This is an optimization exercise on Yosys and OpenROAD, whose aim is small area, a short achievable clock period and few clock cycles, not a production implementation. In this exercise RTL edits were held to simulation tests only and were not proved equivalent to the original.

==> design/flow/design.v <==
`default_nettype none
package par_pkg;
	localparam int CNT_WIDTH = 12;
	localparam int W = 32;
endpackage
`default_nettype wire
`timescale 1ns/1ps
`default_nettype none
module par_loop_top (
	input wire clk,
	input wire rst_n,
	input wire req,
	input wire signed [31:0] start,
	input wire signed [31:0] stride,
	input wire [11:0] count,
	output logic ack,
	output logic [31:0] result
);
	localparam int O_DD  = 0;
	localparam int O_L   = 1;
	localparam int O_M2  = 2;
	localparam int O_SL  = 3;
	localparam int O_M3  = 4;
	localparam int O_NSL = 5;
	localparam int O_M1  = 6;
	localparam int O_FIN = 7;     
	typedef enum logic [1:0] {IDLE, RUN, DONE} state_t;
	state_t state;
	logic [7:0] op;       
	logic [1:0] win;      
	logic [11:0] nx;
	logic [12:0] nm1r;    
	logic [31:0] a, b;
	assign result = a;
	logic [5:0] bneg, bone, btwo;
	logic [31:0] xr;
	logic ia, ifwd;                 
	logic wa, wb;
	logic [31:0] cs_s, cs_c;
	logic [31:0] xe, init1, init2;
	assign xe = xr;
	assign init1 = ({32{ia}} & a) | ({32{ifwd}} & cs_s);
	assign init2 = ({32{ifwd}} & cs_c);
	logic [5:0][31:0] pp;
	for (genvar i = 0; i < 6; i++) begin : g_pp
		logic [31:0] mag;
		assign mag = ({32{bone[i]}} & xe) | ({32{btwo[i]}} & (xe << 1));
		if (i == 0) begin : g_first
			assign pp[i] = mag ^ {32{bneg[i]}};
		end else begin : g_rest
			assign pp[i] = ((mag << (2 * i)) ^ ({32{bneg[i]}} << (2 * i))) | (32'(bneg[i - 1]) << (2 * i - 2));
		end
	end
	logic [31:0] sum0, sum1;
	logic t1, t2;
	logic t3, t4;
	logic t5, t6;
	logic t7, t8;
	logic t9, t10;
	logic t11, t12;
	logic t13, t14;
	logic t15, t16;
	logic t17, t18;
	logic t19, t20;
	logic t21, t22;
	logic t23, t24;
	logic t25, t26;
	logic t27, t28;
	logic t29, t30;
	logic t31, t32;
	logic t33, t34;
	logic t35, t36;
	logic t37, t38;
	logic t39, t40;
	logic t41, t42;
	logic t43, t44;
	logic t45, t46;
	logic t47, t48;
	logic t49, t50;
	logic t51, t52;
	logic t53, t54;
	logic t55, t56;
	logic t57, t58;
	logic t59, t60;
	logic t61, t62;
	logic t63, t64;
	logic t65, t66;
	logic t67, t68;
	logic t69, t70;
	logic t71, t72;
	logic t73, t74;
	logic t75, t76;
	logic t77, t78;
	logic t79, t80;
	logic t81, t82;
	logic t83, t84;
	logic t85, t86;
	logic t87, t88;
	logic t89, t90;
	logic t91, t92;
	logic t93, t94;
	logic t95, t96;
	logic t97, t98;
	logic t99, t100;
	logic t101, t102;
	logic t103, t104;
	logic t105, t106;
	logic t107, t108;
	logic t109, t110;
	logic t111, t112;
	logic t113, t114;
	logic t115, t116;
	logic t117, t118;
	logic t119, t120;
	logic t121, t122;
	logic t123, t124;
	logic t125, t126;
	logic t127, t128;
	logic t129, t130;
	logic t131, t132;
	logic t133, t134;
	logic t135, t136;
	logic t137, t138;
	logic t139;
	logic t140;
	logic t141;
	logic t142, t143;
	logic t144, t145;
	logic t146, t147;
	logic t148, t149;
	logic t150, t151;
	logic t152, t153;
	logic t154, t155;
	logic t156, t157;
	logic t158, t159;
	logic t160, t161;
	logic t162, t163;
	logic t164, t165;
	logic t166, t167;
	logic t168, t169;
	logic t170, t171;
	logic t172, t173;
	logic t174, t175;
	logic t176, t177;
	logic t178, t179;
	logic t180, t181;
	logic t182, t183;
	logic t184, t185;
	logic t186, t187;
	logic t188, t189;
	logic t190, t191;
	logic t192, t193;
	logic t194, t195;
	logic t196, t197;
	logic t198, t199;
	logic t200, t201;
	logic t202, t203;
	logic t204, t205;
	logic t206, t207;
	logic t208, t209;
	logic t210, t211;
	logic t212, t213;
	logic t214, t215;
	logic t216, t217;
	logic t218, t219;
	logic t220, t221;
	logic t222, t223;
	logic t224, t225;
	logic t226, t227;
	logic t228, t229;
	logic t230, t231;
	logic t232, t233;
	logic t234, t235;
	logic t236, t237;
	logic t238, t239;
	logic t240, t241;
	logic t242, t243;
	logic t244, t245;
	logic t246, t247;
	logic t248, t249;
	logic t250, t251;
	logic t252, t253;
	logic t254;
	logic t255;
	logic t256, t257;
	logic t258, t259;
	logic t260, t261;
	logic t262, t263;
	logic t264, t265;
	logic t266, t267;
	logic t268, t269;
	logic t270, t271;
	logic t272, t273;
	logic t274, t275;
	logic t276, t277;
	logic t278, t279;
	logic t280, t281;
	logic t282, t283;
	logic t284, t285;
	logic t286, t287;
	logic t288, t289;
	logic t290, t291;
	logic t292, t293;
	logic t294, t295;
	logic t296, t297;
	logic t298, t299;
	logic t300, t301;
	logic t302, t303;
	logic t304, t305;
	logic t306, t307;
	logic t308, t309;
	logic t310, t311;
	logic t312, t313;
	logic t314, t315;
	logic t316, t317;
	logic t318;
	logic t319, t320;
	logic t321, t322;
	logic t323, t324;
	logic t325, t326;
	logic t327, t328;
	logic t329, t330;
	logic t331, t332;
	logic t333, t334;
	logic t335, t336;
	logic t337, t338;
	logic t339, t340;
	logic t341, t342;
	logic t343, t344;
	logic t345, t346;
	logic t347, t348;
	logic t349, t350;
	logic t351, t352;
	logic t353, t354;
	logic t355, t356;
	logic t357, t358;
	logic t359, t360;
	logic t361, t362;
	logic t363, t364;
	logic t365, t366;
	logic t367, t368;
	logic t369, t370;
	logic t371, t372;
	logic t373, t374;
	logic t375, t376;
	logic t377, t378;
	logic t379, t380;
	logic t381;
	assign t1 = pp[4][6] ^ init1[6];
	assign t2 = pp[4][6] & init1[6];
	assign t3 = init1[7] ^ init2[7];
	assign t4 = init1[7] & init2[7];
	assign t5 = pp[5][8] ^ init1[8] ^ init2[8];
	assign t6 = (pp[5][8] & init1[8]) | (pp[5][8] & init2[8]) | (init1[8] & init2[8]);
	assign t7 = pp[0][8] ^ pp[1][8];
	assign t8 = pp[0][8] & pp[1][8];
	assign t9 = init1[9] ^ init2[9] ^ pp[0][9];
	assign t10 = (init1[9] & init2[9]) | (init1[9] & pp[0][9]) | (init2[9] & pp[0][9]);
	assign t11 = pp[1][9] ^ pp[2][9];
	assign t12 = pp[1][9] & pp[2][9];
	assign t13 = bneg[5] ^ init1[10] ^ init2[10];
	assign t14 = (bneg[5] & init1[10]) | (bneg[5] & init2[10]) | (init1[10] & init2[10]);
	assign t15 = pp[0][10] ^ pp[1][10] ^ pp[2][10];
	assign t16 = (pp[0][10] & pp[1][10]) | (pp[0][10] & pp[2][10]) | (pp[1][10] & pp[2][10]);
	assign t17 = pp[3][10] ^ pp[4][10];
	assign t18 = pp[3][10] & pp[4][10];
	assign t19 = init1[11] ^ init2[11] ^ pp[0][11];
	assign t20 = (init1[11] & init2[11]) | (init1[11] & pp[0][11]) | (init2[11] & pp[0][11]);
	assign t21 = pp[1][11] ^ pp[2][11] ^ pp[3][11];
	assign t22 = (pp[1][11] & pp[2][11]) | (pp[1][11] & pp[3][11]) | (pp[2][11] & pp[3][11]);
	assign t23 = pp[4][11] ^ pp[5][11];
	assign t24 = pp[4][11] & pp[5][11];
	assign t25 = init1[12] ^ init2[12] ^ pp[0][12];
	assign t26 = (init1[12] & init2[12]) | (init1[12] & pp[0][12]) | (init2[12] & pp[0][12]);
	assign t27 = pp[1][12] ^ pp[2][12] ^ pp[3][12];
	assign t28 = (pp[1][12] & pp[2][12]) | (pp[1][12] & pp[3][12]) | (pp[2][12] & pp[3][12]);
	assign t29 = pp[4][12] ^ pp[5][12];
	assign t30 = pp[4][12] & pp[5][12];
	assign t31 = init1[13] ^ init2[13] ^ pp[0][13];
	assign t32 = (init1[13] & init2[13]) | (init1[13] & pp[0][13]) | (init2[13] & pp[0][13]);
	assign t33 = pp[1][13] ^ pp[2][13] ^ pp[3][13];
	assign t34 = (pp[1][13] & pp[2][13]) | (pp[1][13] & pp[3][13]) | (pp[2][13] & pp[3][13]);
	assign t35 = pp[4][13] ^ pp[5][13];
	assign t36 = pp[4][13] & pp[5][13];
	assign t37 = init1[14] ^ init2[14] ^ pp[0][14];
	assign t38 = (init1[14] & init2[14]) | (init1[14] & pp[0][14]) | (init2[14] & pp[0][14]);
	assign t39 = pp[1][14] ^ pp[2][14] ^ pp[3][14];
	assign t40 = (pp[1][14] & pp[2][14]) | (pp[1][14] & pp[3][14]) | (pp[2][14] & pp[3][14]);
	assign t41 = pp[4][14] ^ pp[5][14];
	assign t42 = pp[4][14] & pp[5][14];
	assign t43 = init1[15] ^ init2[15] ^ pp[0][15];
	assign t44 = (init1[15] & init2[15]) | (init1[15] & pp[0][15]) | (init2[15] & pp[0][15]);
	assign t45 = pp[1][15] ^ pp[2][15] ^ pp[3][15];
	assign t46 = (pp[1][15] & pp[2][15]) | (pp[1][15] & pp[3][15]) | (pp[2][15] & pp[3][15]);
	assign t47 = pp[4][15] ^ pp[5][15];
	assign t48 = pp[4][15] & pp[5][15];
	assign t49 = init1[16] ^ init2[16] ^ pp[0][16];
	assign t50 = (init1[16] & init2[16]) | (init1[16] & pp[0][16]) | (init2[16] & pp[0][16]);
	assign t51 = pp[1][16] ^ pp[2][16] ^ pp[3][16];
	assign t52 = (pp[1][16] & pp[2][16]) | (pp[1][16] & pp[3][16]) | (pp[2][16] & pp[3][16]);
	assign t53 = pp[4][16] ^ pp[5][16];
	assign t54 = pp[4][16] & pp[5][16];
	assign t55 = init1[17] ^ init2[17] ^ pp[0][17];
	assign t56 = (init1[17] & init2[17]) | (init1[17] & pp[0][17]) | (init2[17] & pp[0][17]);
	assign t57 = pp[1][17] ^ pp[2][17] ^ pp[3][17];
	assign t58 = (pp[1][17] & pp[2][17]) | (pp[1][17] & pp[3][17]) | (pp[2][17] & pp[3][17]);
	assign t59 = pp[4][17] ^ pp[5][17];
	assign t60 = pp[4][17] & pp[5][17];
	assign t61 = init1[18] ^ init2[18] ^ pp[0][18];
	assign t62 = (init1[18] & init2[18]) | (init1[18] & pp[0][18]) | (init2[18] & pp[0][18]);
	assign t63 = pp[1][18] ^ pp[2][18] ^ pp[3][18];
	assign t64 = (pp[1][18] & pp[2][18]) | (pp[1][18] & pp[3][18]) | (pp[2][18] & pp[3][18]);
	assign t65 = pp[4][18] ^ pp[5][18];
	assign t66 = pp[4][18] & pp[5][18];
	assign t67 = init1[19] ^ init2[19] ^ pp[0][19];
	assign t68 = (init1[19] & init2[19]) | (init1[19] & pp[0][19]) | (init2[19] & pp[0][19]);
	assign t69 = pp[1][19] ^ pp[2][19] ^ pp[3][19];
	assign t70 = (pp[1][19] & pp[2][19]) | (pp[1][19] & pp[3][19]) | (pp[2][19] & pp[3][19]);
	assign t71 = pp[4][19] ^ pp[5][19];
	assign t72 = pp[4][19] & pp[5][19];
	assign t73 = init1[20] ^ init2[20] ^ pp[0][20];
	assign t74 = (init1[20] & init2[20]) | (init1[20] & pp[0][20]) | (init2[20] & pp[0][20]);
	assign t75 = pp[1][20] ^ pp[2][20] ^ pp[3][20];
	assign t76 = (pp[1][20] & pp[2][20]) | (pp[1][20] & pp[3][20]) | (pp[2][20] & pp[3][20]);
	assign t77 = pp[4][20] ^ pp[5][20];
	assign t78 = pp[4][20] & pp[5][20];
	assign t79 = init1[21] ^ init2[21] ^ pp[0][21];
	assign t80 = (init1[21] & init2[21]) | (init1[21] & pp[0][21]) | (init2[21] & pp[0][21]);
	assign t81 = pp[1][21] ^ pp[2][21] ^ pp[3][21];
	assign t82 = (pp[1][21] & pp[2][21]) | (pp[1][21] & pp[3][21]) | (pp[2][21] & pp[3][21]);
	assign t83 = pp[4][21] ^ pp[5][21];
	assign t84 = pp[4][21] & pp[5][21];
	assign t85 = init1[22] ^ init2[22] ^ pp[0][22];
	assign t86 = (init1[22] & init2[22]) | (init1[22] & pp[0][22]) | (init2[22] & pp[0][22]);
	assign t87 = pp[1][22] ^ pp[2][22] ^ pp[3][22];
	assign t88 = (pp[1][22] & pp[2][22]) | (pp[1][22] & pp[3][22]) | (pp[2][22] & pp[3][22]);
	assign t89 = pp[4][22] ^ pp[5][22];
	assign t90 = pp[4][22] & pp[5][22];
	assign t91 = init1[23] ^ init2[23] ^ pp[0][23];
	assign t92 = (init1[23] & init2[23]) | (init1[23] & pp[0][23]) | (init2[23] & pp[0][23]);
	assign t93 = pp[1][23] ^ pp[2][23] ^ pp[3][23];
	assign t94 = (pp[1][23] & pp[2][23]) | (pp[1][23] & pp[3][23]) | (pp[2][23] & pp[3][23]);
	assign t95 = pp[4][23] ^ pp[5][23];
	assign t96 = pp[4][23] & pp[5][23];
	assign t97 = init1[24] ^ init2[24] ^ pp[0][24];
	assign t98 = (init1[24] & init2[24]) | (init1[24] & pp[0][24]) | (init2[24] & pp[0][24]);
	assign t99 = pp[1][24] ^ pp[2][24] ^ pp[3][24];
	assign t100 = (pp[1][24] & pp[2][24]) | (pp[1][24] & pp[3][24]) | (pp[2][24] & pp[3][24]);
	assign t101 = pp[4][24] ^ pp[5][24];
	assign t102 = pp[4][24] & pp[5][24];
	assign t103 = init1[25] ^ init2[25] ^ pp[0][25];
	assign t104 = (init1[25] & init2[25]) | (init1[25] & pp[0][25]) | (init2[25] & pp[0][25]);
	assign t105 = pp[1][25] ^ pp[2][25] ^ pp[3][25];
	assign t106 = (pp[1][25] & pp[2][25]) | (pp[1][25] & pp[3][25]) | (pp[2][25] & pp[3][25]);
	assign t107 = pp[4][25] ^ pp[5][25];
	assign t108 = pp[4][25] & pp[5][25];
	assign t109 = init1[26] ^ init2[26] ^ pp[0][26];
	assign t110 = (init1[26] & init2[26]) | (init1[26] & pp[0][26]) | (init2[26] & pp[0][26]);
	assign t111 = pp[1][26] ^ pp[2][26] ^ pp[3][26];
	assign t112 = (pp[1][26] & pp[2][26]) | (pp[1][26] & pp[3][26]) | (pp[2][26] & pp[3][26]);
	assign t113 = pp[4][26] ^ pp[5][26];
	assign t114 = pp[4][26] & pp[5][26];
	assign t115 = init1[27] ^ init2[27] ^ pp[0][27];
	assign t116 = (init1[27] & init2[27]) | (init1[27] & pp[0][27]) | (init2[27] & pp[0][27]);
	assign t117 = pp[1][27] ^ pp[2][27] ^ pp[3][27];
	assign t118 = (pp[1][27] & pp[2][27]) | (pp[1][27] & pp[3][27]) | (pp[2][27] & pp[3][27]);
	assign t119 = pp[4][27] ^ pp[5][27];
	assign t120 = pp[4][27] & pp[5][27];
	assign t121 = init1[28] ^ init2[28] ^ pp[0][28];
	assign t122 = (init1[28] & init2[28]) | (init1[28] & pp[0][28]) | (init2[28] & pp[0][28]);
	assign t123 = pp[1][28] ^ pp[2][28] ^ pp[3][28];
	assign t124 = (pp[1][28] & pp[2][28]) | (pp[1][28] & pp[3][28]) | (pp[2][28] & pp[3][28]);
	assign t125 = pp[4][28] ^ pp[5][28];
	assign t126 = pp[4][28] & pp[5][28];
	assign t127 = init1[29] ^ init2[29] ^ pp[0][29];
	assign t128 = (init1[29] & init2[29]) | (init1[29] & pp[0][29]) | (init2[29] & pp[0][29]);
	assign t129 = pp[1][29] ^ pp[2][29] ^ pp[3][29];
	assign t130 = (pp[1][29] & pp[2][29]) | (pp[1][29] & pp[3][29]) | (pp[2][29] & pp[3][29]);
	assign t131 = pp[4][29] ^ pp[5][29];
	assign t132 = pp[4][29] & pp[5][29];
	assign t133 = init1[30] ^ init2[30] ^ pp[0][30];
	assign t134 = (init1[30] & init2[30]) | (init1[30] & pp[0][30]) | (init2[30] & pp[0][30]);
	assign t135 = pp[1][30] ^ pp[2][30] ^ pp[3][30];
	assign t136 = (pp[1][30] & pp[2][30]) | (pp[1][30] & pp[3][30]) | (pp[2][30] & pp[3][30]);
	assign t137 = pp[4][30] ^ pp[5][30];
	assign t138 = pp[4][30] & pp[5][30];
	assign t139 = init1[31] ^ init2[31] ^ pp[0][31];
	assign t140 = pp[1][31] ^ pp[2][31] ^ pp[3][31];
	assign t141 = pp[4][31] ^ pp[5][31];
	assign t142 = pp[2][2] ^ init1[2];
	assign t143 = pp[2][2] & init1[2];
	assign t144 = init1[3] ^ init2[3];
	assign t145 = init1[3] & init2[3];
	assign t146 = pp[3][4] ^ init1[4] ^ init2[4];
	assign t147 = (pp[3][4] & init1[4]) | (pp[3][4] & init2[4]) | (init1[4] & init2[4]);
	assign t148 = pp[0][4] ^ pp[1][4];
	assign t149 = pp[0][4] & pp[1][4];
	assign t150 = init1[5] ^ init2[5] ^ pp[0][5];
	assign t151 = (init1[5] & init2[5]) | (init1[5] & pp[0][5]) | (init2[5] & pp[0][5]);
	assign t152 = pp[1][5] ^ pp[2][5];
	assign t153 = pp[1][5] & pp[2][5];
	assign t154 = init2[6] ^ pp[0][6] ^ pp[1][6];
	assign t155 = (init2[6] & pp[0][6]) | (init2[6] & pp[1][6]) | (pp[0][6] & pp[1][6]);
	assign t156 = pp[2][6] ^ pp[3][6] ^ t1;
	assign t157 = (pp[2][6] & pp[3][6]) | (pp[2][6] & t1) | (pp[3][6] & t1);
	assign t158 = pp[0][7] ^ pp[1][7] ^ pp[2][7];
	assign t159 = (pp[0][7] & pp[1][7]) | (pp[0][7] & pp[2][7]) | (pp[1][7] & pp[2][7]);
	assign t160 = pp[3][7] ^ t2 ^ t3;
	assign t161 = (pp[3][7] & t2) | (pp[3][7] & t3) | (t2 & t3);
	assign t162 = pp[2][8] ^ pp[3][8] ^ pp[4][8];
	assign t163 = (pp[2][8] & pp[3][8]) | (pp[2][8] & pp[4][8]) | (pp[3][8] & pp[4][8]);
	assign t164 = t4 ^ t5 ^ t7;
	assign t165 = (t4 & t5) | (t4 & t7) | (t5 & t7);
	assign t166 = pp[3][9] ^ pp[4][9] ^ t6;
	assign t167 = (pp[3][9] & pp[4][9]) | (pp[3][9] & t6) | (pp[4][9] & t6);
	assign t168 = t8 ^ t11 ^ t9;
	assign t169 = (t8 & t11) | (t8 & t9) | (t11 & t9);
	assign t170 = pp[5][10] ^ t12 ^ t13;
	assign t171 = (pp[5][10] & t12) | (pp[5][10] & t13) | (t12 & t13);
	assign t172 = t17 ^ t10 ^ t15;
	assign t173 = (t17 & t10) | (t17 & t15) | (t10 & t15);
	assign t174 = t14 ^ t18 ^ t23;
	assign t175 = (t14 & t18) | (t14 & t23) | (t18 & t23);
	assign t176 = t16 ^ t19 ^ t21;
	assign t177 = (t16 & t19) | (t16 & t21) | (t19 & t21);
	assign t178 = t24 ^ t29 ^ t20;
	assign t179 = (t24 & t29) | (t24 & t20) | (t29 & t20);
	assign t180 = t22 ^ t25 ^ t27;
	assign t181 = (t22 & t25) | (t22 & t27) | (t25 & t27);
	assign t182 = t30 ^ t35 ^ t26;
	assign t183 = (t30 & t35) | (t30 & t26) | (t35 & t26);
	assign t184 = t28 ^ t31 ^ t33;
	assign t185 = (t28 & t31) | (t28 & t33) | (t31 & t33);
	assign t186 = t36 ^ t41 ^ t32;
	assign t187 = (t36 & t41) | (t36 & t32) | (t41 & t32);
	assign t188 = t34 ^ t37 ^ t39;
	assign t189 = (t34 & t37) | (t34 & t39) | (t37 & t39);
	assign t190 = t42 ^ t47 ^ t38;
	assign t191 = (t42 & t47) | (t42 & t38) | (t47 & t38);
	assign t192 = t40 ^ t43 ^ t45;
	assign t193 = (t40 & t43) | (t40 & t45) | (t43 & t45);
	assign t194 = t48 ^ t53 ^ t44;
	assign t195 = (t48 & t53) | (t48 & t44) | (t53 & t44);
	assign t196 = t46 ^ t49 ^ t51;
	assign t197 = (t46 & t49) | (t46 & t51) | (t49 & t51);
	assign t198 = t54 ^ t59 ^ t50;
	assign t199 = (t54 & t59) | (t54 & t50) | (t59 & t50);
	assign t200 = t52 ^ t55 ^ t57;
	assign t201 = (t52 & t55) | (t52 & t57) | (t55 & t57);
	assign t202 = t60 ^ t65 ^ t56;
	assign t203 = (t60 & t65) | (t60 & t56) | (t65 & t56);
	assign t204 = t58 ^ t61 ^ t63;
	assign t205 = (t58 & t61) | (t58 & t63) | (t61 & t63);
	assign t206 = t66 ^ t71 ^ t62;
	assign t207 = (t66 & t71) | (t66 & t62) | (t71 & t62);
	assign t208 = t64 ^ t67 ^ t69;
	assign t209 = (t64 & t67) | (t64 & t69) | (t67 & t69);
	assign t210 = t72 ^ t77 ^ t68;
	assign t211 = (t72 & t77) | (t72 & t68) | (t77 & t68);
	assign t212 = t70 ^ t73 ^ t75;
	assign t213 = (t70 & t73) | (t70 & t75) | (t73 & t75);
	assign t214 = t78 ^ t83 ^ t74;
	assign t215 = (t78 & t83) | (t78 & t74) | (t83 & t74);
	assign t216 = t76 ^ t79 ^ t81;
	assign t217 = (t76 & t79) | (t76 & t81) | (t79 & t81);
	assign t218 = t84 ^ t89 ^ t80;
	assign t219 = (t84 & t89) | (t84 & t80) | (t89 & t80);
	assign t220 = t82 ^ t85 ^ t87;
	assign t221 = (t82 & t85) | (t82 & t87) | (t85 & t87);
	assign t222 = t90 ^ t95 ^ t86;
	assign t223 = (t90 & t95) | (t90 & t86) | (t95 & t86);
	assign t224 = t88 ^ t91 ^ t93;
	assign t225 = (t88 & t91) | (t88 & t93) | (t91 & t93);
	assign t226 = t96 ^ t101 ^ t92;
	assign t227 = (t96 & t101) | (t96 & t92) | (t101 & t92);
	assign t228 = t94 ^ t97 ^ t99;
	assign t229 = (t94 & t97) | (t94 & t99) | (t97 & t99);
	assign t230 = t102 ^ t107 ^ t100;
	assign t231 = (t102 & t107) | (t102 & t100) | (t107 & t100);
	assign t232 = t98 ^ t103 ^ t105;
	assign t233 = (t98 & t103) | (t98 & t105) | (t103 & t105);
	assign t234 = t108 ^ t113 ^ t104;
	assign t235 = (t108 & t113) | (t108 & t104) | (t113 & t104);
	assign t236 = t106 ^ t109 ^ t111;
	assign t237 = (t106 & t109) | (t106 & t111) | (t109 & t111);
	assign t238 = t114 ^ t119 ^ t110;
	assign t239 = (t114 & t119) | (t114 & t110) | (t119 & t110);
	assign t240 = t112 ^ t115 ^ t117;
	assign t241 = (t112 & t115) | (t112 & t117) | (t115 & t117);
	assign t242 = t120 ^ t125 ^ t116;
	assign t243 = (t120 & t125) | (t120 & t116) | (t125 & t116);
	assign t244 = t118 ^ t121 ^ t123;
	assign t245 = (t118 & t121) | (t118 & t123) | (t121 & t123);
	assign t246 = t126 ^ t131 ^ t122;
	assign t247 = (t126 & t131) | (t126 & t122) | (t131 & t122);
	assign t248 = t124 ^ t127 ^ t129;
	assign t249 = (t124 & t127) | (t124 & t129) | (t127 & t129);
	assign t250 = t132 ^ t137 ^ t128;
	assign t251 = (t132 & t137) | (t132 & t128) | (t137 & t128);
	assign t252 = t130 ^ t133 ^ t135;
	assign t253 = (t130 & t133) | (t130 & t135) | (t133 & t135);
	assign t254 = t138 ^ t141 ^ t139;
	assign t255 = t140 ^ t134 ^ t136;
	assign t256 = pp[1][0] ^ init1[0];
	assign t257 = pp[1][0] & init1[0];
	assign t258 = init1[1] ^ init2[1];
	assign t259 = init1[1] & init2[1];
	assign t260 = init2[2] ^ pp[0][2] ^ pp[1][2];
	assign t261 = (init2[2] & pp[0][2]) | (init2[2] & pp[1][2]) | (pp[0][2] & pp[1][2]);
	assign t262 = pp[0][3] ^ pp[1][3] ^ t143;
	assign t263 = (pp[0][3] & pp[1][3]) | (pp[0][3] & t143) | (pp[1][3] & t143);
	assign t264 = pp[2][4] ^ t145 ^ t146;
	assign t265 = (pp[2][4] & t145) | (pp[2][4] & t146) | (t145 & t146);
	assign t266 = t147 ^ t149 ^ t152;
	assign t267 = (t147 & t149) | (t147 & t152) | (t149 & t152);
	assign t268 = t153 ^ t151 ^ t154;
	assign t269 = (t153 & t151) | (t153 & t154) | (t151 & t154);
	assign t270 = t155 ^ t157 ^ t158;
	assign t271 = (t155 & t157) | (t155 & t158) | (t157 & t158);
	assign t272 = t159 ^ t161 ^ t162;
	assign t273 = (t159 & t161) | (t159 & t162) | (t161 & t162);
	assign t274 = t163 ^ t166 ^ t165;
	assign t275 = (t163 & t166) | (t163 & t165) | (t166 & t165);
	assign t276 = t167 ^ t170 ^ t169;
	assign t277 = (t167 & t170) | (t167 & t169) | (t170 & t169);
	assign t278 = t171 ^ t174 ^ t173;
	assign t279 = (t171 & t174) | (t171 & t173) | (t174 & t173);
	assign t280 = t175 ^ t177 ^ t178;
	assign t281 = (t175 & t177) | (t175 & t178) | (t177 & t178);
	assign t282 = t179 ^ t181 ^ t182;
	assign t283 = (t179 & t181) | (t179 & t182) | (t181 & t182);
	assign t284 = t183 ^ t185 ^ t186;
	assign t285 = (t183 & t185) | (t183 & t186) | (t185 & t186);
	assign t286 = t187 ^ t189 ^ t190;
	assign t287 = (t187 & t189) | (t187 & t190) | (t189 & t190);
	assign t288 = t191 ^ t193 ^ t194;
	assign t289 = (t191 & t193) | (t191 & t194) | (t193 & t194);
	assign t290 = t195 ^ t197 ^ t198;
	assign t291 = (t195 & t197) | (t195 & t198) | (t197 & t198);
	assign t292 = t199 ^ t201 ^ t202;
	assign t293 = (t199 & t201) | (t199 & t202) | (t201 & t202);
	assign t294 = t203 ^ t205 ^ t206;
	assign t295 = (t203 & t205) | (t203 & t206) | (t205 & t206);
	assign t296 = t207 ^ t209 ^ t210;
	assign t297 = (t207 & t209) | (t207 & t210) | (t209 & t210);
	assign t298 = t211 ^ t213 ^ t214;
	assign t299 = (t211 & t213) | (t211 & t214) | (t213 & t214);
	assign t300 = t215 ^ t217 ^ t218;
	assign t301 = (t215 & t217) | (t215 & t218) | (t217 & t218);
	assign t302 = t219 ^ t221 ^ t222;
	assign t303 = (t219 & t221) | (t219 & t222) | (t221 & t222);
	assign t304 = t223 ^ t225 ^ t226;
	assign t305 = (t223 & t225) | (t223 & t226) | (t225 & t226);
	assign t306 = t227 ^ t229 ^ t230;
	assign t307 = (t227 & t229) | (t227 & t230) | (t229 & t230);
	assign t308 = t231 ^ t233 ^ t234;
	assign t309 = (t231 & t233) | (t231 & t234) | (t233 & t234);
	assign t310 = t235 ^ t237 ^ t238;
	assign t311 = (t235 & t237) | (t235 & t238) | (t237 & t238);
	assign t312 = t239 ^ t241 ^ t242;
	assign t313 = (t239 & t241) | (t239 & t242) | (t241 & t242);
	assign t314 = t243 ^ t245 ^ t246;
	assign t315 = (t243 & t245) | (t243 & t246) | (t245 & t246);
	assign t316 = t247 ^ t249 ^ t250;
	assign t317 = (t247 & t249) | (t247 & t250) | (t249 & t250);
	assign t318 = t254 ^ t255 ^ t251;
	assign t319 = init2[0] ^ pp[0][0];
	assign t320 = init2[0] & pp[0][0];
	assign t321 = pp[0][1] ^ t257 ^ t258;
	assign t322 = (pp[0][1] & t257) | (pp[0][1] & t258) | (t257 & t258);
	assign t323 = t259 ^ t142 ^ t260;
	assign t324 = (t259 & t142) | (t259 & t260) | (t142 & t260);
	assign t325 = t144 ^ t261 ^ t262;
	assign t326 = (t144 & t261) | (t144 & t262) | (t261 & t262);
	assign t327 = t148 ^ t263 ^ t264;
	assign t328 = (t148 & t263) | (t148 & t264) | (t263 & t264);
	assign t329 = t150 ^ t265 ^ t266;
	assign t330 = (t150 & t265) | (t150 & t266) | (t265 & t266);
	assign t331 = t156 ^ t267 ^ t268;
	assign t332 = (t156 & t267) | (t156 & t268) | (t267 & t268);
	assign t333 = t160 ^ t269 ^ t270;
	assign t334 = (t160 & t269) | (t160 & t270) | (t269 & t270);
	assign t335 = t164 ^ t271 ^ t272;
	assign t336 = (t164 & t271) | (t164 & t272) | (t271 & t272);
	assign t337 = t273 ^ t168 ^ t274;
	assign t338 = (t273 & t168) | (t273 & t274) | (t168 & t274);
	assign t339 = t172 ^ t275 ^ t276;
	assign t340 = (t172 & t275) | (t172 & t276) | (t275 & t276);
	assign t341 = t176 ^ t277 ^ t278;
	assign t342 = (t176 & t277) | (t176 & t278) | (t277 & t278);
	assign t343 = t180 ^ t279 ^ t280;
	assign t344 = (t180 & t279) | (t180 & t280) | (t279 & t280);
	assign t345 = t184 ^ t281 ^ t282;
	assign t346 = (t184 & t281) | (t184 & t282) | (t281 & t282);
	assign t347 = t188 ^ t283 ^ t284;
	assign t348 = (t188 & t283) | (t188 & t284) | (t283 & t284);
	assign t349 = t192 ^ t285 ^ t286;
	assign t350 = (t192 & t285) | (t192 & t286) | (t285 & t286);
	assign t351 = t196 ^ t287 ^ t288;
	assign t352 = (t196 & t287) | (t196 & t288) | (t287 & t288);
	assign t353 = t200 ^ t289 ^ t290;
	assign t354 = (t200 & t289) | (t200 & t290) | (t289 & t290);
	assign t355 = t204 ^ t291 ^ t292;
	assign t356 = (t204 & t291) | (t204 & t292) | (t291 & t292);
	assign t357 = t208 ^ t293 ^ t294;
	assign t358 = (t208 & t293) | (t208 & t294) | (t293 & t294);
	assign t359 = t212 ^ t295 ^ t296;
	assign t360 = (t212 & t295) | (t212 & t296) | (t295 & t296);
	assign t361 = t216 ^ t297 ^ t298;
	assign t362 = (t216 & t297) | (t216 & t298) | (t297 & t298);
	assign t363 = t220 ^ t299 ^ t300;
	assign t364 = (t220 & t299) | (t220 & t300) | (t299 & t300);
	assign t365 = t224 ^ t301 ^ t302;
	assign t366 = (t224 & t301) | (t224 & t302) | (t301 & t302);
	assign t367 = t228 ^ t303 ^ t304;
	assign t368 = (t228 & t303) | (t228 & t304) | (t303 & t304);
	assign t369 = t232 ^ t305 ^ t306;
	assign t370 = (t232 & t305) | (t232 & t306) | (t305 & t306);
	assign t371 = t236 ^ t307 ^ t308;
	assign t372 = (t236 & t307) | (t236 & t308) | (t307 & t308);
	assign t373 = t240 ^ t309 ^ t310;
	assign t374 = (t240 & t309) | (t240 & t310) | (t309 & t310);
	assign t375 = t244 ^ t311 ^ t312;
	assign t376 = (t244 & t311) | (t244 & t312) | (t311 & t312);
	assign t377 = t248 ^ t313 ^ t314;
	assign t378 = (t248 & t313) | (t248 & t314) | (t313 & t314);
	assign t379 = t252 ^ t315 ^ t316;
	assign t380 = (t252 & t315) | (t252 & t316) | (t315 & t316);
	assign t381 = t253 ^ t318 ^ t317;
	assign sum0 = {t381, t379, t377, t375, t373, t371, t369, t367, t365, t363, t361, t359, t357, t355, t353, t351, t349, t347, t345, t343, t341, t339, t337, t335, t333, t331, t329, t327, t325, t323, t321, t256};
	assign sum1 = {t380, t378, t376, t374, t372, t370, t368, t366, t364, t362, t360, t358, t356, t354, t352, t350, t348, t346, t344, t342, t340, t338, t336, t334, t332, t330, t328, t326, t324, t322, t320, t319};
	logic [31:0] f;
	assign f = cs_s + cs_c;
	function automatic logic [2:0] add3(input logic [2:0] x, input logic [2:0] y);
		add3[0] = (x[0] & y[0]) | (x[1] & y[2]) | (x[2] & y[1]);
		add3[1] = (x[0] & y[1]) | (x[1] & y[0]) | (x[2] & y[2]);
		add3[2] = (x[0] & y[2]) | (x[1] & y[1]) | (x[2] & y[0]);
	endfunction
	logic [5:0][2:0] dg;
	logic [2:0] m3h;
	logic [1:0] m3r;
	for (genvar k = 0; k < 6; k++) begin : g_dig
		assign dg[k] = {nx[2 * k +: 2] == 2'd2, nx[2 * k +: 2] == 2'd1, nx[2 * k] == nx[2 * k + 1]};
	end
	assign m3h = add3(add3(add3(dg[0], dg[1]), add3(dg[2], dg[3])), add3(dg[4], dg[5]));
	logic [11:0] q3r;
	logic [5:0] q3hr;
	logic [1:0] r6r;
	logic [12:0][1:0] rr;
	logic [11:0] q3;
	assign rr[12] = 2'd0;
	for (genvar i = 11; i >= 0; i--) begin : g_div3
		logic [1:0] rin;
		assign rin = (i == 5) ? r6r : rr[i + 1];
		assign q3[i] = rin[1] | (rin[0] & nx[i]);
		assign rr[i][1] = (rin == 2'd1 && !nx[i]) || (rin == 2'd2 && nx[i]);
		assign rr[i][0] = (rin == 2'd0 && nx[i]) || (rin == 2'd2 && !nx[i]);
	end
	logic [12:0] fm1, fm2, fm3;
	always_comb begin
		logic [12:0] f1, f2, f3;
		f1 = nx[0] ? {1'b0, nx} : {2'b0, nx[11:1]};             
		f2 = nx[0] ? {2'b0, nx[11:1]} : {1'b0, nm1r[11:0]};     
		f3 = {nm1r[11:0], 1'b1};                                
		if (m3r == 2'd0) begin
			fm2 = f2;
			fm3 = f3;
			fm1 = nx[0] ? {1'b0, q3r} : {2'b0, q3r[11:1]};
		end else if (m3r == 2'd1) begin
			fm2 = f1;
			fm3 = f3;
			fm1 = nx[0] ? {2'b0, q3r[11:1]} : {1'b0, q3r};
		end else begin
			fm2 = f1;
			fm3 = f2;
			fm1 = {q3r, 1'b1};
		end
	end
	logic [12:0] fl;
	assign fl = nm1r;
	logic d_w1r, d_w2r, s_w1r, s_w2r, l_w1r, m2_w1r, m3_w1r, n_w1r, m1_w1r;
	logic more;
	always_comb begin
		logic [7:0] w1, w2;
		w1 = {1'b0, m1_w1r, n_w1r, m3_w1r, s_w1r, m2_w1r, l_w1r, d_w1r};
		w2 = {4'b0, s_w2r, 2'b0, d_w2r};
		more = ((win == 2'd0) && |(op & w1)) || ((win == 2'd1) && |(op & w2));
	end
	logic [7:0] nop;
	logic [1:0] nwin;
	assign nop = more ? op : {op[7] | op[6], op[5:0], 1'b0};
	assign nwin = more ? win + 2'd1 : 2'd0;
	logic [6:0][31:0] yval;
	assign yval[O_DD] = stride;
	assign yval[O_L] = {{19{fl[12]}}, fl};
	assign yval[O_M2] = {19'b0, fm2};
	assign yval[O_SL] = start;
	assign yval[O_M3] = {19'b0, fm3};
	assign yval[O_NSL] = {20'b0, nx};
	assign yval[O_M1] = {19'b0, fm1};
	logic [11:0] yw;
	logic ym1;
	always_comb begin
		logic [11:0] y0, ym;
		logic ym1m;
		y0 = '0;
		ym = '0;
		ym1m = 1'b0;
		for (int i = 0; i < 7; i++) begin
			if (i > 0) y0 = y0 | ({12{op[i - 1]}} & yval[i][11:0]);
			ym = ym | ({12{op[i] && win == 2'd0}} & yval[i][23:12]) | ({12{op[i] && win != 2'd0}} & {{4{yval[i][31]}}, yval[i][31:24]});
			ym1m = ym1m | (op[i] && win == 2'd0 && yval[i][11]) | (op[i] && win != 2'd0 && yval[i][23]);
		end
		yw = more ? ym : y0;
		ym1 = more & ym1m;
		if (state != RUN) begin
			yw = stride[11:0];
			ym1 = 1'b0;
		end
	end
	logic [31:0] xearly, xnext;
	logic use_f;
	always_comb begin
		if (state != RUN || (!more && op[O_DD])) xearly = stride;
		else if (more) xearly = xr << 12;
		else if (op[O_M2] | op[O_M3]) xearly = a;
		else xearly = b;
		use_f = (state == RUN) && !more && (((op[O_M2] | op[O_M3]) && wa) || ((op[O_L] | op[O_SL] | op[O_NSL]) && wb));
		xnext = use_f ? f : xearly;
	end
	logic [5:0] eneg, eone, etwo;
	always_comb begin
		logic [12:0] yy;
		yy = {yw, ym1};
		for (int i = 0; i < 6; i++) begin
			eneg[i] = yy[2 * i + 2];
			eone[i] = yy[2 * i + 1] ^ yy[2 * i];
			etwo[i] = (yy[2 * i + 2] & !yy[2 * i + 1] & !yy[2 * i]) | (!yy[2 * i + 2] & yy[2 * i + 1] & yy[2 * i]);
		end
	end
	logic [7:0] cop;
	logic [1:0] cwin;
	assign cop = (state == RUN) ? nop : 8'b1;
	assign cwin = (state == RUN) ? nwin : 2'd0;
	always_ff @(posedge clk) begin
		nx <= count;
		d_w1r <= !((stride[31:11] == '0) || (stride[31:11] == '1));
		d_w2r <= !((stride[31:23] == '0) || (stride[31:23] == '1));
		s_w1r <= !((start[31:11] == '0) || (start[31:11] == '1));
		s_w2r <= !((start[31:23] == '0) || (start[31:23] == '1));
		nm1r <= {1'b0, count} - 13'd1;
		q3hr <= q3[11:6];
		r6r <= rr[6];
		q3r <= {q3hr, q3[5:0]};
		m3r <= {m3h[2], m3h[1]};
		l_w1r <= (fl[12:11] == 2'b01) || (fl[12:11] == 2'b10);
		m2_w1r <= fm2[12] | fm2[11];
		m3_w1r <= fm3[12] | fm3[11];
		n_w1r <= nx[11];
		m1_w1r <= fm1[12] | fm1[11];
		bneg <= eneg;
		bone <= eone;
		btwo <= etwo;
		xr <= xnext;
		ia <= cop[O_L] && (cwin == 2'd0);
		ifwd <= (cwin != 2'd0) || cop[O_M1];
		cs_s <= sum0;
		cs_c <= sum1;
	end
	always_ff @(posedge clk or negedge rst_n) begin
		if (!rst_n) begin
			wa <= 1'b0;
			wb <= 1'b0;
		end else begin
			wa <= (state == RUN) && !more && (op[O_L] || op[O_SL] || op[O_M1]);
			wb <= (state == RUN) && !more && (op[O_DD] || op[O_M2] || op[O_M3]);
		end
	end
	always_ff @(posedge clk) begin
		if (state == IDLE) a <= start;
		else if (wa) a <= f;
		if (wb) b <= f;
	end
	always_ff @(posedge clk or negedge rst_n) begin
		if (!rst_n) begin
			state <= IDLE;
			op <= 8'b1;
			win <= 2'd0;
			ack <= 1'b0;
		end else begin
			case (state)
				IDLE: begin
					op <= 8'b1;
					win <= 2'd0;
					if (req) state <= RUN;
				end
				RUN: begin
					op <= nop;
					win <= nwin;
					if (op[O_FIN]) begin
						state <= DONE;
						ack <= 1'b1;
					end
				end
				DONE: begin
					if (!req) begin
						state <= IDLE;
						ack <= 1'b0;
					end
				end
				default: begin
					state <= IDLE;
					ack <= 1'b0;
				end
			endcase
		end
	end
endmodule
`default_nettype wire
==> design/flow/run.sh <==
#!/bin/bash
# synth_recipe.tcl (not shown) runs the flow's synth.tcl, then flattens the netlist and writes it again
# the make line also repeats each setting of config.mk as NAME=value (left out here)
make -C /OpenROAD-flow-scripts/flow DESIGN_CONFIG=/design/flow/config.mk WORK_HOME=/design/flow/orfs CLKGATE_MAP_FILE= SYNTH_SCRIPT=/design/flow/synth_recipe.tcl finish
==> design/flow/config.mk <==
export PLATFORM = sky130hd
export DESIGN_NAME = par_loop_top
export DESIGN_NICKNAME = par_loop_top
export VERILOG_FILES = /design/flow/design.v
export SDC_FILE = /design/flow/constraint.sdc
export NUM_CORES = 4
export LEC_CHECK = 0
export CAP_MARGIN = 20
export CORE_MARGIN = 2
export CORE_UTILIZATION = 40
export PLACE_DENSITY = 0.6
export SETUP_SLACK_MARGIN = 5
export SLEW_MARGIN = 20
==> design/flow/constraint.sdc <==
create_clock -name core_clock -period 10.0 [get_ports {clk}]
set_input_delay 2.0000 -clock core_clock [delete_from_list [all_inputs] [get_ports {clk}]]
set_output_delay 2.0000 -clock core_clock [all_outputs]
set_load 0.01 [all_outputs]
==> flow_summary.ini, run 1 <==
[layout]
final_util_pct = 45.67
n_antenna_cell = 0
finalNetCount = 2522
area.growth.synth_to_final_pct = 13.54
layout_commonest_cell = inv_1
layout-drive-gt1-share_pct = 6.004
final_cell_mix = inv_1, nand2_1, a22oi_1
final_cell_area_um2 = 22770

[critical_path]
cp-end-kind = output pin
crit_arrival_ns = 1.75
crit_fanout = 3
crit_family = buffers and inverters
critPathSlowestCell = clkdlybuf4s50_1
cp.depth = 1
crit_type = flip-flop to output pin
path_buf_inv = 1
cp.required_ns = 8.00
reg2reg_depth = 9
cpPeakStageDelay_ns = 0.62
crit_chain = clkdlybuf4s50_1
startpoint_type = flip-flop

[yosys]
ys_seq_area_share_pct = 28.43
ys_ff_latch = 249
synth_top_cell_by_area = dfxtp_1
yosys_warnings = 1
synth_top_family_by_area = adder cells
synth_top_area_share_pct = 16.97
synth_nets = 2511
synth_xor_area_share_pct = 9.818
postSynthCellCount = 2195
synthMuxAreaShare_pct = 2.545
synth_adder_area_share_pct = 20.62
synth-simple-area-share_pct = 10.47
synth-compound-area-share_pct = 20.47
synth-edff-count = 64
avgSynthCellArea_um2 = 9.138
netlist_area_um2 = 20060
synthTopCellsByArea = dfxtp_1, fa_1, edfxtp_1, a22oi_1, xnor2_1
synthFlopType = dfxtp_1
synth.distinct_cells = 84
synthArstFlopShare_pct = 6.024

[cts]
cts_max_path_buffers = 3
postCtsSetupBuffers = 0
hold_buffers = 0
htreeDepth = 2
clk_pin_slew_ns = 0.06
cts_buffers = 34
cts_sinks = 249
clock_latency_ns = 0.57
post_cts_resized = 0
ctsRootBufferMaster = clkbuf_16
cts_tree = yes

[route]
drt-total-wl_um = 69490
drc = 0
wl_per_cell_um = 23.93
via_count = 17220
postRouteAntennaNets = 0
drtPass1Iterations = 7
viasPerCell = 5.929
drtIter0Drc = 1904

[floorplan]
core_area_um2 = 49860
top_level_ports = 112
dieWidth_um = 227.9
start_util_pct = 40.23
rows = 82
die_y_um = 227.9
die_area_um2 = 51950

[placed_design]
dp_hpwl_um = 50000
dpl_cell_area_um2 = 21590
place.gp.congestion = 0.9278
port_buffers = 111

[sta]
tightest_slew_ns = 1.124
rsz0062_at_grt = no
fin_tns_setup_ns = 0
min_period_over_period_pct = 37.53
fmax_mhz = 266.4
clock-skew-final_ns = 0.03113
maxSlewHeadroom_pct = 24.99
setup_violations = 0
final_max_slew_viol_count = 0
finalHoldViolCount = 0
period_minus_slack_ns = 3.753

[global_route]
grt_max_degree = 65
grt_usage_pct = 26.44
grt_pass1_wl_um = 106100
grt_pass1_vias = 17220
antenna_found_initial = 0
grt_overflow = 0

[hold_path]
hold_path_depth = 0
hold_class = flip-flop to flip-flop

[status]
run_status = no timing/DRC/antenna violations

[job]
drv_cap = 0
==> cells by family (layout without fill, tap and decap cells) <==
| kind of cell | after synthesis | in the layout |
|---|---|---|
| AO/OA/AOI/OAI | 580 | 580 |
| XOR/XNOR | 224 | 224 |
| adder cells (fa/ha/maj) | 237 | 237 |
| buffers and inverters | 397 | 434 |
| flip-flops | 249 | 249 |
| multiplexers | 49 | 49 |
| AND/OR/NAND/NOR | 459 | 459 |
==> worst paths after layout <==
| check | start | endpoint | slack (ns) |
|---|---|---|---|
| worst max-delay path | a[23]$_DFFE_PP_ | result[23] | 6.25 |
| worst min-delay path | q3hr[1]$_DFF_P_ | q3r[7]$_DFF_P_ | 0.33 |
| worst max register to register | op[2]$_DFFE_PN0P_ | xr[30]$_DFF_P_ | 6.26 |
| worst min register to register | q3hr[1]$_DFF_P_ | q3r[7]$_DFF_P_ | 0.33 |
| max in group asynchronous | rst_n | op[5]$_DFFE_PN0P_ | 7.64 |
| min in group asynchronous | rst_n | ack$_DFFE_PN0P_ | 1.87 |
==> routing by layer <==
layer	global-route usage [%]	share of wire (%)	vias up
met5	0	0	-
li1	-	-	7649
met1	36.31	42	8440
met3	6.500	10	157
met2	40.45	44	972
met4	9.559	3.6	0
==> flip-flops by register name, indices dropped and copies added (netlist names), 6 cells and up <==
| name | count |
|---|---|
| nx | 12 |
| q3r | 11 |
| bone | 6 |
| cs_s | 32 |
| nm1r | 13 |
| bneg | 6 |
| a | 32 |
| cs_c | 32 |
| xr | 32 |
| b | 32 |
| btwo | 6 |
| op | 8 |
==> cell type report <==
class | instances | area, um2
well taps | 672 | 840.8
flip-flops and latches | 249 | 5710
inverters | 233 | 874.6
clock buffers | 41 | 887.1
multi-input cells | 1549 | 12850
fillers | 4875 | 27090
repair buffers | 139 | 1321
clock inverters | 21 | 289.0
==> through the flow <==
step,cells,setup WS [ns],hold slack (ns)
after floorplan,2195,6.380,0.3096
after global placement,2842,5.981,0.3113
after detailed placement,2842,5.970,0.3121
after CTS,2904,6.241,0.3261
after global routing,2904,6.080,0.3299
final,2904,6.247,0.3266
==> cell usage after synthesis (14+ instances only) <==
cell type,count
nand4_1,24
buf_2,23
a22oi_1,195
a21oi_1,106
dfrtp_1,14
fa_1,156
nor2_1,107
edfxtp_1,64
a211oi_1,30
a222oi_1,28
nand3_1,25
nand2_1,195
buf_1,40
o21ai_1,33
a22o_1,18
inv_1,231
xnor2_1,159
nor2b_1,14
mux2_2,16
clkbuf_1,98
dfxtp_1,170
ha_1,81
o21ai_0,52
nor3_1,21
mux2i_1,33
xor2_1,64
and2_1,16
Testbench counts, summed over its fixed seeds: cycles 3,364.
==> run 2: changes to the inputs <==
--- a/design/flow/config.mk
+++ b/design/flow/config.mk
@@ -7,7 +7,7 @@
 export LEC_CHECK = 0
 export CAP_MARGIN = 20
 export CORE_MARGIN = 2
-export CORE_UTILIZATION = 40
-export PLACE_DENSITY = 0.6
+export CORE_UTILIZATION = 60
+export PLACE_DENSITY = 0.75
 export SETUP_SLACK_MARGIN = 5
 export SLEW_MARGIN = 20
==> run 2 against run 1 <==
  * First-iteration DRC count increased by 32%
  * Worst hold slack gained 0.00058 ns
  * Critical path depth up 8
  * Clock-buffer cell count shrank 9
  * Die area fell by 33%
  * Sequential cell count did not move
  * Cell count fell by 8.2%
  * Maximum frequency is 4.6% lower
  * Sequential share of layout area rose by 0.55 points
  * Critical endpoint is now xr[24]$_DFF_P_
==> flow_summary.ini, run 2 <==
[yosys]
synth_nets = 2511
ys_ff_latch = 249
synth_most_common_cell = inv_1
synthTopCellsByArea = dfxtp_1, fa_1, edfxtp_1, a22oi_1, xnor2_1
synth_top_cell_by_area = dfxtp_1
synthFlopType = dfxtp_1
yosys-top-cells-count = inv_1, a22oi_1, nand2_1
netlist_area_um2 = 20060
synth.distinct_cells = 84
ys_seq_area_share_pct = 28.43
synth_top_area_share_pct = 16.97
avgSynthCellArea_um2 = 9.138
yosys_warnings = 1
synth-edff-count = 64
postSynthCellCount = 2195
synthArstFlopShare_pct = 6.024

[sta]
fin_tns_setup_ns = 0
rsz0062_at_grt = no
final_max_slew_viol_count = 0
maxSlewHeadroom_pct = 21.05
finalHoldViolCount = 0
tightest_slew_ns = 1.183
setup_violations = 0
fmax_mhz = 254.2
min_period_over_period_pct = 39.34
clock-skew-final_ns = 0.01564
period_minus_slack_ns = 3.934

[cts]
ctsRootBufferMaster = clkbuf_16
cts_tree = yes
htreeDepth = 1
cts_sinks = 249
clk_pin_slew_ns = 0.07
post_cts_resized = 0
cts_max_path_buffers = 3
cts_buffers = 29
clock_latency_ns = 0.59
hold_buffers = 0
postCtsSetupBuffers = 0

[floorplan]
die_area_um2 = 34910
top_level_ports = 112
core_area_um2 = 32700
dieWidth_um = 186.8
start_util_pct = 61.34
rows = 66
die_y_um = 186.8

[placed_design]
dp_hpwl_um = 46730
dp_cells = 2613
place.gp.congestion = 0.9860
port_buffers = 111

[layout]
area.growth.synth_to_final_pct = 11.06
fill_cells = 2663
final_cell_mix = inv_1, nand2_1, a22oi_1
instances_no_fill = 2667
multi_input_area_um2 = 12840
layout-drive-gt1-share_pct = 5.888
seq_area_um2 = 5708
final_util_pct = 68.12
finalNetCount = 2518
layout_commonest_cell = inv_1
n_antenna_cell = 0

[route]
m1WireLength_um = 25380
met2_length_um = 28340
via_count = 17620
maxUsedRoutingLayer = met4
drt-total-wl_um = 65310
drtPass1Iterations = 8
drtIter0Drc = 2515
viasPerCell = 6.607
wl_per_cell_um = 24.49
drc = 0
dr_wl_met3_um = 8219
postRouteAntennaNets = 0

[global_route]
grt_max_degree = 65
antenna_found_initial = 0
grt_usage_pct = 37.37
grt_pass1_wl_um = 101200
grt_overflow = 0
grt_pass1_vias = 17530

[critical_path]
startpoint_type = flip-flop
crit_type = flip-flop to flip-flop
cp-end-kind = flip-flop
crit_fanout = 59
cp.required_ns = 10.46
crit_arrival_ns = 4.39

[status]
run_status = no timing/DRC/antenna violations

[job]
drv_cap = 0

[hold_path]
hold_class = flip-flop to flip-flop
## run 2: cell types whose count changed in the layout (fill, tap and decap cells not counted), moves of 2 or more
cell        before  now
clkinvlp_4       1    4
bufinv_16        5    2
clkbuf_16       34   29
inv_6            1    4
clkinv_1         5    3
clkinv_8         2    0
clkbuf_1         6    1
dfxtp_2          7    5
dfxtp_1        163  165
## run 2: per-layer routing
| metal | track usage [%] | up-vias |
|---|---|---|
| met2 | 56.09 | 1200 |
| met3 | 10.13 | 239 |
| li1 | - | 7624 |
| met4 | 17.43 | 0 |
| met1 | 50.48 | 8557 |
| met5 | 0 | - |
## run 2: worst max-delay path, stage by stage (launching register included)
cell and delay [ns]:
dfrtp_1 0.67, a222oi_1 0.52, nand3_1 0.15, a22oi_2 0.14, buf_4 0.52, nand2_1 0.21
nand2_2 0.86, a211oi_1 0.20, a211oi_1 0.41, a21oi_1 0.08
## run 2: final cells by class
type / count / share of cell area, %
Multi-Input combinational cell: 1549 / 57.66
Timing Repair Buffer: 140 / 5.965
Clock buffer: 32 / 3.398
Tap cell: 442 / 2.483
Sequential cell: 249 / 25.62
Inverter: 233 / 3.926
Clock inverter: 22 / 0.9492
## run 2: kinds of logic (layout without fill, tap and decap cells)
group           count (synthesis)  in the layout  synth area share (%)
compound gates                580            580                 20.47
simple gates                  459            459                 10.47
buf+inv                       397            427                 7.648
flops                         249            249                 28.43
fa+ha+maj                     237            237                 20.62
xor+xnor                      224            224                 9.819
mux                            49             49                 2.545
## run 2: worst paths after layout
kind                                   endpoint  slack [ns]               from  cells past startpoint
max in group asynchronous  state[1]$_DFFE_PN0P_        7.66              rst_n                      1
setup / recovery                 xr[24]$_DFF_P_        6.07  op[4]$_DFFE_PN0P_                      9
hold / removal                   q3r[8]$_DFF_P_        0.33    q3hr[2]$_DFF_P_                      0
min in group asynchronous       ack$_DFFE_PN0P_        1.85              rst_n                      1
setup reg to reg                 xr[24]$_DFF_P_        6.07  op[4]$_DFFE_PN0P_                      9
hold reg to reg                  q3r[8]$_DFF_P_        0.33    q3hr[2]$_DFF_P_                      0
## run 2: metrics by stage
stage | area, um2 | hold WS [ns] | worst slack, ns
5_1_grt | 22280 | 0.3285 | 5.919
2_1_floorplan | 20060 | 0.3096 | 6.380
6_report | 22280 | 0.3272 | 6.066
3_3_place_gp | 21310 | 0.3115 | 6.009
3_5_place_dp | 21310 | 0.3136 | 6.002
4_1_cts | 22280 | 0.3279 | 6.128
==> run 3: changes to the inputs <==
==> design/flow/flow/run.sh (new file) <==
#!/bin/bash
set -e
export BUFFER_PORTS_ARGS="-buffer_cell sky130_fd_sc_hd__buf_1"
bash standard.sh > standard.log 2>&1
==> design/flow/standard.sh (new file) <==
#!/bin/bash
# synth_recipe.tcl (not shown) runs the flow's synth.tcl, then flattens the netlist and writes it again
# the make line also repeats each setting of config.mk as NAME=value (left out here)
make -C /OpenROAD-flow-scripts/flow DESIGN_CONFIG=/design/flow/config.mk WORK_HOME=/design/flow/orfs CLKGATE_MAP_FILE= SYNTH_SCRIPT=/design/flow/synth_recipe.tcl "${@:-finish}"
--- a/design/flow/config.mk
+++ b/design/flow/config.mk
@@ -7,7 +7,7 @@
 export LEC_CHECK = 0
 export CAP_MARGIN = 20
 export CORE_MARGIN = 2
-export CORE_UTILIZATION = 60
-export PLACE_DENSITY = 0.75
+export CORE_UTILIZATION = 40
+export PLACE_DENSITY = 0.6
 export SETUP_SLACK_MARGIN = 5
 export SLEW_MARGIN = 20
removed: design/flow/run.sh
==> run 3 against run 2 <==
  * Final area down 1.4%
  * Core utilization decreased by 24 points
  * Clock-buffer cell count is 8 higher
  * Wire length rose by 3.8%
  * Non-clock buffer count shrank 5
  * Critical path type unchanged
  * Highest routed layer unchanged
==> flow_summary.ini, run 3 <==
[floorplan]
die_area_um2 = 51950
die_y_um = 227.9
start_util_pct = 40.23
dieWidth_um = 227.9
rows = 82
core_area_um2 = 49860
top_level_ports = 112

[sta]
min_period_over_period_pct = 38.08
period_minus_slack_ns = 3.808
setup_ws_ns = 6.192
clock-skew-final_ns = 0.01999
final_max_slew_viol_count = 0
finalHoldViolCount = 0
fin_tns_setup_ns = 0
tightest_slew_ns = 1.172
maxSlewHeadroom_pct = 21.76
setup_violations = 0
fmax_mhz = 262.6
rsz0062_at_grt = no

[yosys]
ys_seq_area_share_pct = 28.43
synth-edff-count = 64
synth-compound-area-share_pct = 20.47
yosys_warnings = 1
netlist_area_um2 = 20060
synth-simple-area-share_pct = 10.47
synthTopCellsByArea = dfxtp_1, fa_1, edfxtp_1, a22oi_1, xnor2_1
synth.distinct_cells = 84
synth_nets = 2511
synthArstFlopShare_pct = 6.024
avgSynthCellArea_um2 = 9.138
synth_xor_area_share_pct = 9.818
ys_ff_latch = 249
synth_adder_area_share_pct = 20.62
synthMuxAreaShare_pct = 2.545
synth_top_area_share_pct = 16.97
postSynthCellCount = 2195
synth_most_common_cell = inv_1
synth_top_family_by_area = adder cells
yosys-top-cells-count = inv_1, a22oi_1, nand2_1
synth_top_cell_by_area = dfxtp_1
synthFlopType = dfxtp_1

[route]
drtPass1Iterations = 6
drt-total-wl_um = 67780
postRouteAntennaNets = 0
drtIter0Drc = 1801
drc = 0
via_count = 17050
viasPerCell = 5.891
wl_per_cell_um = 23.42

[cts]
postCtsSetupBuffers = 0
clk_pin_slew_ns = 0.06
ctsRootBufferMaster = clkbuf_16
htreeDepth = 1
clock_latency_ns = 0.59
post_cts_resized = 0
hold_buffers = 0
cts_max_path_buffers = 3
cts_buffers = 30
cts_sinks = 249
cts_tree = yes

[placed_design]
port_buffers = 111
place.gp.congestion = 0.9181
dpl_worst_slack_ns = 6.243
dp_hpwl_um = 50200

[global_route]
grt_pass1_vias = 17230
grt_max_degree = 65
antenna_found_initial = 0
grt_pass1_wl_um = 103500
grt_usage_pct = 25.58
grt_overflow = 0

[critical_path]
cp.required_ns = 10.47
r2r_setup_slack_ns = 6.19
rr_endpoint = cs_s[31]$_DFF_P_
crit_fanout = 27
reg2reg_depth = 10
startpoint_type = flip-flop
r2r-start = btwo[2]$_DFF_P_
crit_type = flip-flop to flip-flop
cp-end-kind = flip-flop
crit_arrival_ns = 4.28

[layout]
seq_area_um2 = 5707
layout_commonest_cell = inv_1
finalNetCount = 2514
fill_cells = 4939
final_cell_mix = inv_1, nand2_1, a22oi_1
multi_input_area_um2 = 12850
area.growth.synth_to_final_pct = 9.531
layout-drive-gt1-share_pct = 5.716
n_antenna_cell = 0

[status]
run_status = no timing/DRC/antenna violations

[hold_path]
worstHoldStart = q3hr[3]$_DFF_P_
hold_class = flip-flop to flip-flop
hold_path_end = q3r[9]$_DFF_P_
hold_path_depth = 0

[job]
drv_cap = 0
run 3: cell counts after synthesis:
No cell type changed its count.
run 3: kinds of logic (layout without fill, tap and decap cells):
group	count (synthesis)	count (layout)
AO/OA/AOI/OAI	580	580
multiplexers	49	49
adder cells (fa/ha/maj)	237	237
AND/OR/NAND/NOR	459	459
flip-flops	249	249
buffers and inverters	397	424
XOR/XNOR	224	224
run 3: stage by stage:
step                      instances  area (um2)  utilization [%]  hold WS (ns)
final                          2894       21970            44.06        0.3226
after global routing           2894       21970            44.06        0.3367
after CTS                      2894       21970            44.06        0.3254
after detailed placement       2838       20870            41.84        0.3121
after global placement         2838       20870            41.84        0.3105
after floorplan                2195       20060                -        0.3096
run 3: how the worst max path moves through the flow:
stage                               start                to  slack [ns]  depth (start not counted)
after global placement    btwo[2]$_DFF_P_  cs_s[31]$_DFF_P_        6.25                         10
after floorplan           bneg[1]$_DFF_P_  cs_s[12]$_DFF_P_        6.38                         10
after detailed placement  btwo[2]$_DFF_P_  cs_s[31]$_DFF_P_        6.24                         10
after global routing      btwo[2]$_DFF_P_  cs_s[31]$_DFF_P_        5.99                         10
final                     btwo[2]$_DFF_P_  cs_s[31]$_DFF_P_        6.19                         10
after CTS                 btwo[2]$_DFF_P_  cs_s[31]$_DFF_P_        6.23                         10
run 3: worst max-delay path, stage by stage, from the launching register on:
cell	delay (ns)
dfxtp_1	1.08
a22oi_1	0.24
xor2_1	0.22
fa_1	0.53
fa_1	0.45
fa_1	0.41
xor2_1	0.16
xnor2_1	0.18
xnor2_1	0.15
xnor2_1	0.16
xnor2_1	0.09
run 3: layout make-up:
type / instances / area share (%)
Multi-Input combinational cell: 1549 / 58.47
Sequential cell: 249 / 25.98
Clock buffer: 40 / 4.009
Inverter: 233 / 3.981
Tap cell: 672 / 3.827
Timing Repair Buffer: 135 / 2.717
Clock inverter: 16 / 1.019
run 3: layer usage:
layer / vias up / share of wire (%) / track usage [%]
li1: 7642 / - / -
met5: - / 0 / 0
met1: 8388 / 42 / 34.64
met3: 161 / 10 / 6.638
met2: 857 / 44 / 39.52
met4: 0 / 3.5 / 9.089
==> run 4: changes to the inputs <==
==> design/flow/flow/run.sh (replaced) <==
#!/bin/bash
set -e
export BUFFER_PORTS_ARGS="-buffer_cell sky130_fd_sc_hd__buf_1"
sed 's/SETUP_SLACK_MARGIN=5 /SETUP_SLACK_MARGIN=7.0 /' standard.sh > standard_margin.sh
grep -q 'SETUP_SLACK_MARGIN=7.0 ' standard_margin.sh
bash standard_margin.sh > standard.log 2>&1
==> run 4 against run 3 <==
  * Global-route usage up 2.0 points
  * Setup slack better by 0.45 ns
  * Sequential share of layout area is 2.2 points lower
  * First-iteration DRC count rose by 19%
  * Via count is 5.6% higher
  * Cell count rose by 3.9%
  * Sequential cell count unchanged
  * Critical path type is now flip-flop to output pin
==> flow_summary.ini, run 4 <==
[route]
drt-total-wl_um = 74400
drc = 0
via_count = 18010
viasPerCell = 5.988
drtPass1Iterations = 9
postRouteAntennaNets = 0
wl_per_cell_um = 24.74
drtIter0Drc = 2147

[floorplan]
core_area_um2 = 49860
rows = 82
die_area_um2 = 51950
start_util_pct = 40.23
die_y_um = 227.9
dieWidth_um = 227.9
top_level_ports = 112

[cts]
clock_latency_ns = 0.59
cts_max_path_buffers = 3
cts_sinks = 249
cts_buffers = 30
cts_tree = yes
ctsRootBufferMaster = clkbuf_16
clk_pin_slew_ns = 0.06
htreeDepth = 1

[status]
run_status = no timing/DRC/antenna violations

[yosys]
postSynthCellCount = 2195
synth-simple-area-share_pct = 10.47
synth_top_cell_by_area = dfxtp_1
netlist_area_um2 = 20060
synth.distinct_cells = 84
synth-compound-area-share_pct = 20.47
synthFlopType = dfxtp_1
synth_top_area_share_pct = 16.97
ys_ff_latch = 249
yosys-top-cells-count = inv_1, a22oi_1, nand2_1
synth-edff-count = 64
synth_adder_area_share_pct = 20.62
synth_top_family_by_area = adder cells
yosys_warnings = 1
synth_nets = 2511
synthArstFlopShare_pct = 6.024
synth_most_common_cell = inv_1
synthMuxAreaShare_pct = 2.545
synthTopCellsByArea = dfxtp_1, fa_1, edfxtp_1, a22oi_1, xnor2_1
ys_seq_area_share_pct = 28.43
avgSynthCellArea_um2 = 9.138
synth_xor_area_share_pct = 9.818

[layout]
final_cell_area_um2 = 24600
n_antenna_cell = 0
layout-drive-gt1-share_pct = 22.83
final_cell_mix = nand2_1, inv_1, xnor2_1
layout_commonest_cell = nand2_1
final_util_pct = 49.33
fill_cells = 4573
finalNetCount = 2627
area.growth.synth_to_final_pct = 22.64

[critical_path]
critPathSlowestCell = edfxtp_1
cpPeakStageDelay_ns = 0.55
crit_family = flip-flops
startpoint_type = flip-flop
path_buf_inv = 1
cp-end-kind = output pin
crit_fanout = 2
crit_arrival_ns = 1.36
crit_type = flip-flop to output pin
crit_chain = buf_2
cp.required_ns = 8.00

[hold_path]
hold_class = flip-flop to flip-flop

[sta]
maxSlewHeadroom_pct = 33.53
fmax_mhz = 297.7
final_max_slew_viol_count = 0
tightest_slew_ns = 0.9970
holdWs_ns = 0.3286
period_minus_slack_ns = 3.359
fin_tns_setup_ns = 0
clock-skew-final_ns = 0.01406
finalHoldViolCount = 0
min_period_over_period_pct = 33.59
rsz0062_at_grt = yes
setup_violations = 0

[placed_design]
dp_hpwl_um = 50420
place.gp.congestion = 0.9337
port_buffers = 111
dpl_cell_area_um2 = 21080

[job]
drv_cap = 0

[global_route]
grt_usage_pct = 27.63
antenna_found_initial = 0
grt_pass1_vias = 17720
grt_pass1_wl_um = 110500
grt_max_degree = 65
grt_overflow = 0
run 4: cell counts after synthesis:
No cell type changed its count.
run 4: metrics by stage:
stage,instances,setup slack [ns]
CTS,2973,6.634
finish,3007,6.641
global route,3007,6.613
floorplan,2195,6.638
global placement,2836,6.195
detailed placement,2836,6.212
run 4: repair_timing:
item	in CTS	in global routing
setup buffers	72	32
resized for setup	208	163
endpoints found under the setup margin	141	119
pin swaps	113	154
cloned	9	2
hold buffers	0	0
run 4: final timing paths:
kind                                      start           endpoint  slack [ns]  cells past startpoint
max in group asynchronous                 rst_n  op[4]$_DFFE_PN0P_        7.85                      1
worst max-delay path            a[27]$_DFFE_PP_         result[27]        6.64                      1
worst min register to register  q3hr[0]$_DFF_P_     q3r[6]$_DFF_P_        0.33                      0
min in group asynchronous                 rst_n    ack$_DFFE_PN0P_        1.50                      1
worst min-delay path            q3hr[0]$_DFF_P_     q3r[6]$_DFF_P_        0.33                      0
worst max register to register  bone[1]$_DFF_P_   cs_s[18]$_DFF_P_        6.87                     10
run 4: area by class of cell:
type / count / area, um2 / share of cell area, %
well taps: 672 / 840.8 / 3.418
clock buffers: 38 / 842.1 / 3.423
clock inverters: 18 / 220.2 / 0.8952
multi-input cells: 1549 / 13850 / 56.29
repair buffers: 248 / 2113 / 8.591
flip-flops and latches: 249 / 5861 / 23.83
inverters: 233 / 874.6 / 3.555
run 4: cell families after synthesis:
kind of cell | count (synthesis)
adder cells (fa/ha/maj) | 237
flip-flops | 249
buffers and inverters | 397
AND/OR/NAND/NOR | 459
AO/OA/AOI/OAI | 580
multiplexers | 49
XOR/XNOR | 224
run 4: metal layers:
metal,wire [um],vias to the layer above,global-route usage (%)
li1,-,7844,-
met1,29740,8841,37.92
met2,32820,1106,43.10
met3,8217,214,5.425
met4,3619,0,10.44
met5,0,-,0

## re-timing with driven ports
Ports are ideal in the flow. The routed layouts listed here were re-timed in OpenROAD. Step 1, drivers: a clkbuf_16 drives clk and a buf_2 each remaining input, both assumed. Step 2 adds t to the input delays and takes it off the output delays; t is the mean of the earliest and latest rising clock arrival at the registers after step 1. Input paths then give back, and output paths get back, about the clock's delay inside the block. Slacks: no drivers / after step 1 / after step 2; pairs: no drivers / after step 1.
| run | t, ns | setup WS [ns] | worst setup path at the end | slew at the worst register clock pin (ns) | worst data-port slew with drivers (ns) |
|---|---|---|---|---|---|
| run 1 | 0.614 | 6.247 / 6.190 / 5.936 | input to register | 0.06 / 0.06 | 0.04 |
| run 2 | 0.641 | 6.066 / 6.066 / 5.983 | input to register | 0.07 / 0.07 | 0.05 |
| run 3 | 0.642 | 6.192 / 6.192 / 6.192 | register to register | 0.07 / 0.07 | 0.03 |
| run 4 | 0.644 | 6.641 / 6.582 / 6.393 | input to register | 0.07 / 0.07 | 0.04 |
After both steps every run listed still meets setup and hold. For run 1, which loses most, drivers alone change the setup slack by -0.057 ns; drivers and shift together by -0.311 ns.
